Context: an optimization exercise on an open-source flow, tuned for small area and a short achievable clock period. The choices shown serve that exercise and are no tape-out recipe. RTL that was checked went through simulation tests only; none was proved equivalent to the original. Power figures rest on the tool's default switching activity, not on a simulated workload.

## csr_unit
module csr_unit (
    input  logic                      clk,
    input  logic                      rst,
    input  logic                      new_request,
    input  logic [12-1:0]    csr_addr,
    input  logic [1:0]                csr_op,
    input  logic [32-1:0]      rs1,
    input  logic                      read_regs,
    input  logic                      commit,
    input  logic                      exception_valid,
    input  logic [4-1:0]   exception_code,
    input  logic [32-1:0]      exception_pc,
    input  logic                      mret,
    input  logic                      instruction_complete,
    output logic                      csr_exception,
    output logic [32-1:0]      wb_csr,
    output logic [32-1:0]      trap_pc,
    output logic [32-1:0]      csr_mepc,
    output logic [1:0]                current_privilege
);
Size: roughly 1400 cells after synthesis, roughly 0.015 sq mm of cells after synthesis.
clock: 4.2 ns
lec_check: 0
cap_margin: 20
core_margin: 2
core_utilization: 40
setup_slack_margin: 1.75
slew_margin: 20
synth_hierarchical: 1
standard.sh (not shown) runs the stock make flow with config.mk's settings and CLKGATE_MAP_FILE= SYNTH_SCRIPT=/design/flow/synth_recipe.tcl, a recipe that flattens the netlist after the stock synthesis.
==> flow/flow/run.sh <==
#!/bin/bash
# Standard layout, with the port buffers inserted as buf_1 (the resizer sizes them up where timing needs it)
set -euo pipefail
export BUFFER_PORTS_ARGS="-buffer_cell sky130_fd_sc_hd__buf_1"
bash standard.sh finish > standard.log 2>&1
Rerun with:
--- a/flow/design.v
+++ b/flow/design.v
@@ -117,46 +117,20 @@
     assign y = a && b && c && d;
 endmodule
 module csr_g_a21o (input logic a1, a2, b1, output logic y);
     assign y = (a1 && a2) || b1;
 endmodule
 `timescale 1ns/100ps
-module csr_g_ha (input logic a, b, output logic s, c);
-    assign s = a ^ b;
-    assign c = a & b;
-endmodule
-module csr_g_xor2 (input logic a, b, output logic y);
-    assign y = a ^ b;
-endmodule
-module csr_ctr_blk_carry (
+module csr_ctr_prefix (
     input  logic [63:0] q,
-    output logic [15:0] g
+    output logic [63:0] p
 );
-    logic [15:0] all4;
     always_comb begin
-        for (int b = 0; b < 16; b++)
-            all4[b] = &q[4*b +: 4];
-        g[0] = 1'b1;
-        for (int b = 1; b < 16; b++)
-            g[b] = g[b-1] & all4[b-1];
-    end
-endmodule
-module csr_ctr_inc (
-    input  logic [63:0] q,
-    input  logic        en,
-    output logic [63:0] nx
-);
-    logic [15:0] g;
-    csr_ctr_blk_carry carry_i (.q(q), .g(g));
-    for (genvar b = 0; b < 16; b++) begin : g_blk
-        logic c0, c1, c2, c3;
-        csr_g_and2 g_cin (.a(g[b]), .b(en), .y(c0));
-        csr_g_ha   g_h0  (.a(q[4*b]),   .b(c0), .s(nx[4*b]),   .c(c1));
-        csr_g_ha   g_h1  (.a(q[4*b+1]), .b(c1), .s(nx[4*b+1]), .c(c2));
-        csr_g_ha   g_h2  (.a(q[4*b+2]), .b(c2), .s(nx[4*b+2]), .c(c3));
-        csr_g_xor2 g_h3  (.a(q[4*b+3]), .b(c3), .y(nx[4*b+3]));
+        p[0] = 1'b1;
+        for (int i = 1; i < 64; i++)
+            p[i] = p[i-1] & q[i-1];
     end
 endmodule
 `timescale 1ns/100ps
 module csr_read_mux (
     input  logic        s_st, s_isa, s_tv, s_sc, s_ep, s_ca,
     input  logic        s_cl, s_ch, s_il, s_ih,
@@ -307,18 +281,20 @@
             mscratch <= wdr;
         if (rst || exception_valid || we_mepc)
             mepc <= (exception_valid ? exception_pc[31:2] : wd[31:2]) & {30{!rst}};
         if (rst || exception_valid || we_mcause)
             mcause <= (exception_valid ? {28'd0, exception_code} : wd) & {32{!rst}};
     end
-    logic [63:0] cyc_nx, ins_nx;
+    logic [63:0] cyc_p, ins_p, cyc_nx, ins_nx;
     logic        cyc_en, ins_en;
+    csr_ctr_prefix cyc_prefix_i (.q(mcycle),   .p(cyc_p));
+    csr_ctr_prefix ins_prefix_i (.q(minstret), .p(ins_p));
     assign cyc_en = !(we_cyc_lo || we_cyc_hi);
     assign ins_en = instret_inc && !(we_ins_lo || we_ins_hi);
-    csr_ctr_inc cyc_inc_i (.q(mcycle),   .en(cyc_en), .nx(cyc_nx));
-    csr_ctr_inc ins_inc_i (.q(minstret), .en(ins_en), .nx(ins_nx));
+    assign cyc_nx = mcycle ^ (cyc_p & {64{cyc_en}});
+    assign ins_nx = minstret ^ (ins_p & {64{ins_en}});
     always_ff @(posedge clk) begin
         instret_inc <= instruction_complete && !rst;
         mcycle[31:0]    <= (rst || we_cyc_lo) ? wdr : cyc_nx[31:0];
         mcycle[63:32]   <= (rst || we_cyc_hi) ? wdr : cyc_nx[63:32];
         minstret[31:0]  <= (rst || we_ins_lo) ? wdr : ins_nx[31:0];
         minstret[63:32] <= (rst || we_ins_hi) ? wdr : ins_nx[63:32];
=>
- sequential cell count does not change
- non-clock buffer count shrinks by 27
- utilization shrinks by 5.4 points
- worst setup slack improved by 0.26 ns
- clock skew grows by 0.0084 ns
- design area shrinks by about 8%
- routed wire length shrinks by 0.64%
- die area grows by about 2.4%
- synthesized area grows by about 2.5%
- critical path depth shrinks by 6
- cell count grows by about 7%
- clock power shrinks by about 12%
- hold slack got worse by 0.022 ns
The RTL of the first run of this note was laid out without a check of its function.

* * *

the previous run:
Another version of the RTL of csr_unit (not shown whole).
==> module csr_g_a21oi, before the edit <==
module csr_g_a21oi (input logic a1, a2, b1, output logic y);
    assign y = !((a1 && a2) || b1);
endmodule
==> module csr_g_or2, before the edit <==
module csr_g_or2 (input logic a, b, output logic y);
    assign y = a || b;
endmodule
==> module csr_wdec, before the edit <==
module csr_wdec (
    input  logic [11:0] a,
    input  logic        read_regs,
    input  logic        commit,
    input  logic        pm,
    input  logic        rst,
    input  logic        exc,
    input  logic        inc,
    output logic        en_mtvec,
    output logic        en_mscratch,
    output logic        en_mepc,
    output logic        en_mcause,
    output logic        we_mstatus,
    output logic        sel_cyc_lo,
    output logic        sel_cyc_hi,
    output logic        sel_ins_lo,
    output logic        sel_ins_hi,
    output logic        ncin_cyc,
    output logic        ncin_ins,
    output logic        s_st, s_isa, s_tv, s_sc, s_ep, s_ca,
    output logic        s_cl, s_ch, s_il, s_ih
);
    logic g1, m3a, m3b, ct1, ct2, ct3, z61, z210, z21, z20, z62, z10;
    logic nrst, nexc, na7, na1;
    csr_g_and4  g_g1   (.a(commit), .b(pm), .c(a[9]), .d(a[8]), .y(g1));    
    csr_g_nor3  g_m3a  (.a(a[11]), .b(a[10]), .c(a[7]), .y(m3a));
    csr_g_nor3  g_m3b  (.a(a[5]), .b(a[4]), .c(a[3]), .y(m3b));
    csr_g_nor2b g_ct1  (.a(a[10]), .bn(a[11]), .y(ct1));                   
    csr_g_nor3  g_ct2  (.a(a[6]), .b(a[5]), .c(a[4]), .y(ct2));
    csr_g_nor3  g_ct3  (.a(a[3]), .b(a[2]), .c(a[0]), .y(ct3));
    csr_g_nor2  g_z61  (.a(a[6]), .b(a[1]), .y(z61));
    csr_g_nor3  g_z210 (.a(a[2]), .b(a[1]), .c(a[0]), .y(z210));
    csr_g_nor2  g_z21  (.a(a[2]), .b(a[1]), .y(z21));
    csr_g_nor2  g_z20  (.a(a[2]), .b(a[0]), .y(z20));
    csr_g_nor2  g_z62  (.a(a[6]), .b(a[2]), .y(z62));
    csr_g_nor2  g_z10  (.a(a[1]), .b(a[0]), .y(z10));
    csr_g_inv   g_nrst (.a(rst), .y(nrst));
    csr_g_inv   g_nexc (.a(exc), .y(nexc));
    csr_g_inv   g_na7  (.a(a[7]), .y(na7));
    csr_g_inv   g_na1  (.a(a[1]), .y(na1));
    logic nm3, nwc;
    csr_g_nand3 g_nm3 (.a(g1), .b(m3a), .c(m3b), .y(nm3));
    csr_g_nand4 g_nwc (.a(g1), .b(ct1), .c(ct2), .d(ct3), .y(nwc));
    logic t_ins;
    csr_g_o31ai  g_xcl (.a1(nwc), .a2(a[7]), .a3(a[1]), .b1(nrst), .y(sel_cyc_lo));
    csr_g_o31ai  g_xch (.a1(nwc), .a2(na7),  .a3(a[1]), .b1(nrst), .y(sel_cyc_hi));
    csr_g_o31ai  g_xil (.a1(nwc), .a2(a[7]), .a3(na1),  .b1(nrst), .y(sel_ins_lo));
    csr_g_o31ai  g_xih (.a1(nwc), .a2(na7),  .a3(na1),  .b1(nrst), .y(sel_ins_hi));
    csr_g_nor2   g_ncc (.a(nwc), .b(a[1]), .y(ncin_cyc));
    csr_g_nand2b g_tin (.an(nwc), .b(a[1]), .y(t_ins));
    csr_g_nand2  g_nci (.a(inc), .b(t_ins), .y(ncin_ins));
    logic rd, r1, rc, hc1, nr3, nctb, nctc;
    logic np_st, np_isa, np_tv, np_sc, np_ep, np_ca;
    csr_g_nor2b  g_rd   (.a(rst), .bn(read_regs), .y(rd));                
    csr_g_and3   g_r1   (.a(rd), .b(a[9]), .c(a[8]), .y(r1));
    csr_g_nor3b  g_rc   (.a(a[9]), .b(a[8]), .cn(rd), .y(rc));            
    csr_g_and2   g_hc1  (.a(a[11]), .b(a[10]), .y(hc1));
    csr_g_nand3  g_nr3  (.a(r1), .b(m3a), .c(m3b), .y(nr3));
    csr_g_nand4  g_nctb (.a(r1), .b(ct1), .c(ct2), .d(ct3), .y(nctb));    
    csr_g_nand4  g_nctc (.a(rc), .b(hc1), .c(ct2), .d(ct3), .y(nctc));    
    csr_g_nand2  g_pst  (.a(z62), .b(z10), .y(np_st));                    
    csr_g_nand3  g_pisa (.a(z61), .b(z21), .c(a[0]), .y(np_isa));         
    csr_g_nand3  g_ptv  (.a(z61), .b(a[2]), .c(a[0]), .y(np_tv));         
    csr_g_nand2  g_psc  (.a(a[6]), .b(z210), .y(np_sc));                  
    csr_g_nand3  g_pep  (.a(a[6]), .b(z21), .c(a[0]), .y(np_ep));         
    csr_g_nand3  g_pca  (.a(a[6]), .b(z20), .c(a[1]), .y(np_ca));         
    csr_g_nor2   g_sst  (.a(nr3), .b(np_st),  .y(s_st));
    csr_g_nor2   g_sisa (.a(nr3), .b(np_isa), .y(s_isa));
    csr_g_nor2   g_stv  (.a(nr3), .b(np_tv),  .y(s_tv));
    csr_g_nor2   g_ssc  (.a(nr3), .b(np_sc),  .y(s_sc));
    csr_g_nor2   g_sep  (.a(nr3), .b(np_ep),  .y(s_ep));
    csr_g_nor2   g_sca  (.a(nr3), .b(np_ca),  .y(s_ca));
    logic n_cl, n_ch, n_il, n_ih;
    csr_g_or2    g_ncl (.a(a[7]), .b(a[1]), .y(n_cl));                    
    csr_g_nand2b g_nch (.an(a[1]), .b(a[7]), .y(n_ch));                   
    csr_g_nand2b g_nil (.an(a[7]), .b(a[1]), .y(n_il));                   
    csr_g_nand2  g_nih (.a(a[7]), .b(a[1]), .y(n_ih));                    
    csr_g_a21oi  g_scl (.a1(nctb), .a2(nctc), .b1(n_cl), .y(s_cl));
    csr_g_a21oi  g_sch (.a1(nctb), .a2(nctc), .b1(n_ch), .y(s_ch));
    csr_g_a21oi  g_sil (.a1(nctb), .a2(nctc), .b1(n_il), .y(s_il));
    csr_g_a21oi  g_sih (.a1(nctb), .a2(nctc), .b1(n_ih), .y(s_ih));
    csr_g_o21ai  g_etv (.a1(nm3), .a2(np_tv), .b1(nrst), .y(en_mtvec));
    csr_g_o21ai  g_esc (.a1(nm3), .a2(np_sc), .b1(nrst), .y(en_mscratch));
    csr_g_o211ai g_eep (.a1(nm3), .a2(np_ep), .b1(nrst), .c1(nexc), .y(en_mepc));
    csr_g_o211ai g_eca (.a1(nm3), .a2(np_ca), .b1(nrst), .c1(nexc), .y(en_mcause));
    csr_g_nor2   g_wms (.a(nm3), .b(np_st), .y(we_mstatus));
endmodule
export LEC_CHECK = 0
export CAP_MARGIN = 20
export CORE_MARGIN = 2
export CORE_UTILIZATION = 40
export CTS_BUF_LIST = sky130_fd_sc_hd__clkbuf_8
export CTS_CLUSTER_DIAMETER = 60
export CTS_CLUSTER_SIZE = 12
export SETUP_SLACK_MARGIN = 1.7
export SLEW_MARGIN = 20
export SYNTH_HIERARCHICAL = 1
create_clock -name core_clock -period 4.2 [get_ports {clk}]
==> flow/flow/run.sh <==
#!/bin/bash
# Standard layout (standard.sh) with these changes:
# - the port buffers are inserted as buf_1 (later repair sizes them up where needed);
# - before floorplan, every combinational cell off the csr_exception path is set to
#   the smallest drive strength of its function (downsize.tcl); the floorplan,
#   placement and CTS repair steps then size up what timing, slew and capacitance need;
# - after global placement, the input buffers feeding the csr_exception path are
#   set to buf_8 (portbuf.tcl).
# ORFS writes each step's full log under orfs/logs/; make's output goes to standard.log.
set -euo pipefail
here="$(cd "$(dirname "${BASH_SOURCE[0]}")" && pwd)"
export BUFFER_PORTS_ARGS="-buffer_cell sky130_fd_sc_hd__buf_1"
export PRE_FLOORPLAN_TCL="$here/downsize.tcl"
export POST_GLOBAL_PLACE_TCL="$here/portbuf.tcl"
bash standard.sh finish > standard.log 2>&1
Other scripts of this flow, unchanged in this note and not shown: flow/flow/cone.tcl, flow/flow/downsize.tcl, flow/flow/portbuf.tcl
## Diff of input files: the current run against the previous run
==> flow/design.v, changed modules only <==
module csr_wdec (
    input  logic [11:0] a,
    input  logic        read_regs,
    input  logic        commit,
    input  logic        pm,
    input  logic        rst,
    input  logic        exc,
    input  logic        inc,
    output logic        en_mtvec,
    output logic        en_mscratch,
    output logic        en_mepc,
    output logic        en_mcause,
    output logic        we_mstatus,
    output logic        sel_cyc_lo,
    output logic        sel_cyc_hi,
    output logic        sel_ins_lo,
    output logic        sel_ins_hi,
    output logic        ncin_cyc,
    output logic        ncin_ins,
    output logic        s_st, s_isa, s_tv, s_sc, s_ep, s_ca,
    output logic        s_cl, s_ch, s_il, s_ih
);
    logic g1, m3a, m3b, ct1, ct2, ct3, z61, z210, z21, z20, z62, z10;
    logic nrst, nexc, na7, na1;
    csr_g_and4  g_g1   (.a(commit), .b(pm), .c(a[9]), .d(a[8]), .y(g1));    
    csr_g_nor3  g_m3a  (.a(a[11]), .b(a[10]), .c(a[7]), .y(m3a));
    csr_g_nor3  g_m3b  (.a(a[5]), .b(a[4]), .c(a[3]), .y(m3b));
    csr_g_nor2b g_ct1  (.a(a[10]), .bn(a[11]), .y(ct1));                   
    csr_g_nor3  g_ct2  (.a(a[6]), .b(a[5]), .c(a[4]), .y(ct2));
    csr_g_nor3  g_ct3  (.a(a[3]), .b(a[2]), .c(a[0]), .y(ct3));
    csr_g_nor2  g_z61  (.a(a[6]), .b(a[1]), .y(z61));
    csr_g_nor3  g_z210 (.a(a[2]), .b(a[1]), .c(a[0]), .y(z210));
    csr_g_nor2  g_z21  (.a(a[2]), .b(a[1]), .y(z21));
    csr_g_nor2  g_z20  (.a(a[2]), .b(a[0]), .y(z20));
    csr_g_nor2  g_z62  (.a(a[6]), .b(a[2]), .y(z62));
    csr_g_nor2  g_z10  (.a(a[1]), .b(a[0]), .y(z10));
    csr_g_inv   g_nrst (.a(rst), .y(nrst));
    csr_g_inv   g_nexc (.a(exc), .y(nexc));
    csr_g_inv   g_na7  (.a(a[7]), .y(na7));
    csr_g_inv   g_na1  (.a(a[1]), .y(na1));
    logic nm3, nwc;
    csr_g_nand3 g_nm3 (.a(g1), .b(m3a), .c(m3b), .y(nm3));
    csr_g_nand4 g_nwc (.a(g1), .b(ct1), .c(ct2), .d(ct3), .y(nwc));
    logic t_ins;
    csr_g_o31ai  g_xcl (.a1(nwc), .a2(a[7]), .a3(a[1]), .b1(nrst), .y(sel_cyc_lo));
    csr_g_o31ai  g_xch (.a1(nwc), .a2(na7),  .a3(a[1]), .b1(nrst), .y(sel_cyc_hi));
    csr_g_o31ai  g_xil (.a1(nwc), .a2(a[7]), .a3(na1),  .b1(nrst), .y(sel_ins_lo));
    csr_g_o31ai  g_xih (.a1(nwc), .a2(na7),  .a3(na1),  .b1(nrst), .y(sel_ins_hi));
    csr_g_nor2   g_ncc (.a(nwc), .b(a[1]), .y(ncin_cyc));
    csr_g_nand2b g_tin (.an(nwc), .b(a[1]), .y(t_ins));
    csr_g_nand2  g_nci (.a(inc), .b(t_ins), .y(ncin_ins));
    logic rd, r1, rc, hc1, nr3, nctb, nctc, nct;
    logic np_st, np_isa, np_tv, np_sc, np_ep, np_ca;
    csr_g_nor2b  g_rd   (.a(rst), .bn(read_regs), .y(rd));                
    csr_g_and3   g_r1   (.a(rd), .b(a[9]), .c(a[8]), .y(r1));
    csr_g_nor3b  g_rc   (.a(a[9]), .b(a[8]), .cn(rd), .y(rc));            
    csr_g_and2   g_hc1  (.a(a[11]), .b(a[10]), .y(hc1));
    csr_g_nand3  g_nr3  (.a(r1), .b(m3a), .c(m3b), .y(nr3));
    csr_g_nand4  g_nctb (.a(r1), .b(ct1), .c(ct2), .d(ct3), .y(nctb));    
    csr_g_nand4  g_nctc (.a(rc), .b(hc1), .c(ct2), .d(ct3), .y(nctc));    
    csr_g_and2   g_nct  (.a(nctb), .b(nctc), .y(nct));
    csr_g_nand2  g_pst  (.a(z62), .b(z10), .y(np_st));                    
    csr_g_nand3  g_pisa (.a(z61), .b(z21), .c(a[0]), .y(np_isa));         
    csr_g_nand3  g_ptv  (.a(z61), .b(a[2]), .c(a[0]), .y(np_tv));         
    csr_g_nand2  g_psc  (.a(a[6]), .b(z210), .y(np_sc));                  
    csr_g_nand3  g_pep  (.a(a[6]), .b(z21), .c(a[0]), .y(np_ep));         
    csr_g_nand3  g_pca  (.a(a[6]), .b(z20), .c(a[1]), .y(np_ca));         
    csr_g_nor2   g_sst  (.a(nr3), .b(np_st),  .y(s_st));
    csr_g_nor2   g_sisa (.a(nr3), .b(np_isa), .y(s_isa));
    csr_g_nor2   g_stv  (.a(nr3), .b(np_tv),  .y(s_tv));
    csr_g_nor2   g_ssc  (.a(nr3), .b(np_sc),  .y(s_sc));
    csr_g_nor2   g_sep  (.a(nr3), .b(np_ep),  .y(s_ep));
    csr_g_nor2   g_sca  (.a(nr3), .b(np_ca),  .y(s_ca));
    csr_g_nor3   g_scl  (.a(nct), .b(a[7]), .c(a[1]), .y(s_cl));
    csr_g_nor3b  g_sch  (.a(nct), .b(a[1]), .cn(a[7]), .y(s_ch));
    csr_g_nor3b  g_sil  (.a(nct), .b(a[7]), .cn(a[1]), .y(s_il));
    csr_g_and3b  g_sih  (.an(nct), .b(a[7]), .c(a[1]), .y(s_ih));
    csr_g_o21ai  g_etv (.a1(nm3), .a2(np_tv), .b1(nrst), .y(en_mtvec));
    csr_g_o21ai  g_esc (.a1(nm3), .a2(np_sc), .b1(nrst), .y(en_mscratch));
    csr_g_o211ai g_eep (.a1(nm3), .a2(np_ep), .b1(nrst), .c1(nexc), .y(en_mepc));
    csr_g_o211ai g_eca (.a1(nm3), .a2(np_ca), .b1(nrst), .c1(nexc), .y(en_mcause));
    csr_g_nor2   g_wms (.a(nm3), .b(np_st), .y(we_mstatus));
endmodule
// module csr_g_a21oi removed
// module csr_g_or2 removed
### Flow results
Taking the previous run as the reference point, the number of DRC violations after detailed-routing iteration 0 of the current run falls by 18%.
In the metrics for the current run and the previous run, the one carrying the higher critical path depth is the current run.
Proportion of cell area occupied by registers: the previous run vs the current run — no meaningful difference
Summary of the current run over the previous run: total met2 wirelength after detailed routing went down 1.7%; relative area of non-clock buffer cells in the final design held.
Only the layout flow was run in the previous run; the RTL was not checked for function there.

[static timing again, ports no longer ideal]
The flow's constraints put no driver on any port. The routed layouts listed below were extracted and timed again, unchanged, in two steps.
Step 1 assumes that a clkbuf_16 drives the clock port and a buf_2 every other input.
Step 2 adds t to the input delays and takes it off the output delays; t is the mean of the earliest and latest rising clock arrival at the registers after step 1. Input paths then give back, and output paths get back, about the clock's delay inside the block.
Slacks: ideal ports / drivers / drivers and shift; pairs: ideal ports / drivers.
run	t, ns	slack for setup (ns)	worst slew at a driven data input, ns
the first run of note 1	0.567	1.457 / 1.459 / 0.893	0.07
the second run of note 1	0.619	1.714 / 1.659 / 1.266	0.08
the previous run	0.641	1.706 / 1.695 / 1.086	0.07
the current run	0.635	1.729 / 1.684 / 1.164	0.07
After both steps setup and hold are still met in every run listed. For the previous run, which loses most, drivers alone change the setup slack by -0.011 ns; drivers and shift together by -0.620 ns.
